This design comes from an exercise in tuning for small area on the open sky130 flow, not from production work.
Only simulation tests tie the RTL to the original design; equivalence was not proved.
No activity file was given, so power comes from the tool's default toggle rates.

== run 1 ==
==> flow/design.v <==
`timescale 1ns/1ns
module dcache_top (
    input  logic        clk,
    input  logic        resetn,
    input  logic [1:0]  req_op,
    input  logic [31:0] req_addr,
    input  logic [31:0] req_wdata,
    input  logic [3:0]  req_strb,
    output logic        stall,
    output logic [31:0] rdata,
    output logic [31:0] ar_addr,
    output logic        ar_valid,
    input  logic        ar_ready,
    input  logic [31:0] r_data,
    input  logic        r_valid,
    input  logic        r_last,
    output logic [31:0] aw_addr,
    output logic        aw_valid,
    input  logic        aw_ready,
    output logic [31:0] w_data,
    output logic        w_valid,
    output logic        w_last,
    input  logic        b_valid
);
    localparam logic [2:0] st_idle = 3'd0;   
    localparam logic [2:0] st_aw   = 3'd1;   
    localparam logic [2:0] st_w    = 3'd2;   
    localparam logic [2:0] st_b    = 3'd3;   
    localparam logic [2:0] st_ar   = 3'd4;   
    localparam logic [2:0] st_r    = 3'd5;   
    localparam logic [2:0] st_fill = 3'd6;   
    logic [2:0]    state;
    logic [5:0]    dcnt;
    logic [1:0]    bcnt;
    logic [2047:0] dring;
    logic [415:0]  tring;
    logic [127:0]  fbuf;
    logic [31:0] head;
    logic [23:0] htag;
    logic        hdirty;
    logic        hvalid;
    logic [3:0]  idx;
    logic        line_here;
    logic        tag_hit;
    logic        done;
    logic        wr_now;
    logic        miss_now;
    logic        beat_slot;
    logic        drain;
    logic        fill_now;
    logic [31:0] head_in;
    logic [25:0] thead_in;
    logic [31:0] fb_in;
    logic        fb_en;
    assign head   = dring[31:0];
    assign htag   = tring[23:0];
    assign hdirty = tring[24];
    assign hvalid = tring[25];
    assign idx    = req_addr[7:4];
    assign line_here = (dcnt[3:0] == idx);
    assign tag_hit   = hvalid && (htag == req_addr[31:8]);
    assign done      = (state == st_idle) && line_here && (dcnt[5:4] == req_addr[3:2]) && tag_hit;
    assign wr_now    = done && req_op[1];
    assign miss_now  = (state == st_idle) && (req_op != 2'd0) && line_here && !tag_hit;
    assign beat_slot = line_here && (dcnt[5:4] == bcnt);
    assign drain     = (state == st_fill) && beat_slot;
    assign fill_now  = drain && (bcnt == 2'd3);
    assign stall = !done;
    assign rdata = head;
    assign ar_addr  = {req_addr[31:4], 4'd0};
    assign ar_valid = (state == st_ar);
    assign aw_addr  = {fbuf[127:104], idx, 4'd0};
    assign aw_valid = (state == st_aw);
    assign w_data   = head;
    assign w_valid  = (state == st_w) && beat_slot;
    assign w_last   = (bcnt == 2'd3);
    always_comb begin
        for (int b = 0; b < 4; b++) begin
            if (drain) begin
                head_in[8 * b +: 8] = fbuf[8 * b +: 8];
            end else if (wr_now && req_strb[b]) begin
                head_in[8 * b +: 8] = req_wdata[8 * b +: 8];
            end else begin
                head_in[8 * b +: 8] = head[8 * b +: 8];
            end
        end
    end
    assign thead_in = {hvalid || fill_now,
                       fill_now ? 1'b0 : (hdirty || wr_now),
                       fill_now ? req_addr[31:8] : htag};
    always_ff @(posedge clk) begin
        dring <= {head_in, dring[2047:32]};
        tring <= {thead_in, tring[415:26]};
        if (!resetn) begin
            for (int i = 0; i < 16; i++) begin
                tring[26 * i + 25] <= 1'b0;
            end
        end
    end
    assign fb_en = (state == st_idle) || r_valid || drain;
    assign fb_in = {(state == st_idle) ? htag : r_data[31:8], r_data[7:0]};
    always_ff @(posedge clk) begin
        if (fb_en) begin
            fbuf <= {fb_in, fbuf[127:32]};
        end
    end
    always_ff @(posedge clk) begin
        if (!resetn) begin
            state <= st_idle;
            dcnt  <= '0;
            bcnt  <= '0;
        end else begin
            dcnt <= dcnt + 1'b1;
            if (w_valid || drain) begin
                bcnt <= bcnt + 1'b1;
            end
            case (state)
                st_idle: if (miss_now) state <= (hvalid && hdirty) ? st_aw : st_ar;
                st_aw:   if (aw_ready) state <= st_w;
                st_w:    if (beat_slot && bcnt == 2'd3) state <= st_b;
                st_b:    if (b_valid) state <= st_ar;
                st_ar:   if (ar_ready) state <= st_r;
                st_r:    if (r_valid && r_last) state <= st_fill;
                st_fill: if (fill_now) state <= st_idle;
                default: state <= st_idle;
            endcase
        end
    end
endmodule
clock: 8.0 ns
lec_check: 0
cap_margin: 20
core_margin: 2
core_utilization: 40
place_density: 0.6
slew_margin: 20
run.sh (not shown) runs the stock make flow with config.mk's settings and CLKGATE_MAP_FILE= SYNTH_SCRIPT=/design/flow/synth_recipe.tcl, a recipe that flattens the netlist after the stock synthesis.
Run 1 completed every stage of the flow, and the final layout passed the timing, DRC and antenna checks.
For run 2, these inputs were changed with respect to run 1:
# run 1
export LEC_CHECK = 0
export CAP_MARGIN = 20
export CORE_MARGIN = 2
export CORE_UTILIZATION = 40
export PLACE_DENSITY = 0.6
export SLEW_MARGIN = 20
create_clock -name core_clock -period 8.0 [get_ports {clk}]
# run 2
export LEC_CHECK = 0
export CAP_MARGIN = 20
export CORE_MARGIN = 2
export CORE_UTILIZATION = 40
export CTS_BUF_LIST = sky130_fd_sc_hd__clkbuf_8
export CTS_CLUSTER_DIAMETER = 60
export CTS_CLUSTER_SIZE = 20
export PLACE_DENSITY = 0.6
export SLEW_MARGIN = 20
create_clock -name core_clock -period 8.0 [get_ports {clk}]
[summary]
Result: PASS for each of run 2 and run 1. Measured against each other, run 2 and run 1 differ in via count, the lower figure coming from run 2. From run 1 to run 2 the numbers moved as follows: clock insertion delay at the later pin of the skew report +0.07 ns; synthesis-to-layout area growth decreased 9.4 points.
> inputs changed (run 2 -> run 3)
# run 2
export LEC_CHECK = 0
export CAP_MARGIN = 20
export CORE_MARGIN = 2
export CORE_UTILIZATION = 40
export CTS_BUF_LIST = sky130_fd_sc_hd__clkbuf_8
export CTS_CLUSTER_DIAMETER = 60
export CTS_CLUSTER_SIZE = 20
export PLACE_DENSITY = 0.6
export SLEW_MARGIN = 20
create_clock -name core_clock -period 8.0 [get_ports {clk}]
# run 3
export LEC_CHECK = 0
export CAP_MARGIN = 20
export CORE_MARGIN = 2
export CORE_UTILIZATION = 40
export CTS_BUF_LIST = sky130_fd_sc_hd__clkbuf_8
export CTS_CLUSTER_SIZE = 16
export PLACE_DENSITY = 0.6
export SLEW_MARGIN = 20
create_clock -name core_clock -period 8.0 [get_ports {clk}]
Notes after the runs:
Taking run 2 as the reference, in run 3 clock transition at the registers of the reported paths dropped 0.05 ns, global-route wire length before repair moved up, total power draw up 0.0042 W, number of H-tree levels moved up, pin count of the biggest net entering global routing held steady.
When run 3 is measured against run 2, its number of global-route vias before repair turns out about 13% higher.
Clock skew in run 3 is 0.018 ns above run 2.
Run 3 finished every step from synthesis to the final layout, and the layout passed the timing, DRC and antenna checks.
Run 3 vs run 2 on power drawn by the combinational cells: run 3 is the lower one.
Run 3 against run 2; clock buffer count is up by more than 100%.
Run 3 vs. run 2: number of buffers on the longest clock path grew by 1; row count held steady.

[separate check: timing with driven ports]
No port has a modelled driver above. Below, the same layouts with a new extraction and two added sets of constraints. Step 1 (the two cells are an assumption about what drives the block):
set clk [get_ports {clk}]
set_driving_cell -lib_cell sky130_fd_sc_hd__clkbuf_16 $clk
set_driving_cell -lib_cell sky130_fd_sc_hd__buf_2 [delete_from_list [all_inputs] $clk]
Step 2 moves the port delays by t, midway between the first and last clock arrival at a register: inputs arrive t later, outputs are due t later. That takes back most of the time a late clock gives input paths. Slacks: ideal ports / drivers / drivers and shift; pairs: ideal ports / drivers.
run | t, ns | setup slack, ns | hold slack, ns | clock arrival spread, ns | worst slew at a driven data input, ns
run 1 | 0.847 | 1.670 / 1.647 / 1.647 | 0.310 / 0.310 / 0.310 | 0.031 / 0.032 | 0.13
run 2 | 0.920 | 1.613 / 1.590 / 1.590 | 0.310 / 0.310 / 0.310 | 0.047 / 0.048 | 0.14
run 3 | 0.985 | 1.743 / 1.720 / 1.720 | 0.277 / 0.277 / 0.277 | 0.063 / 0.064 | 0.15
After both steps every run listed still meets setup and hold.
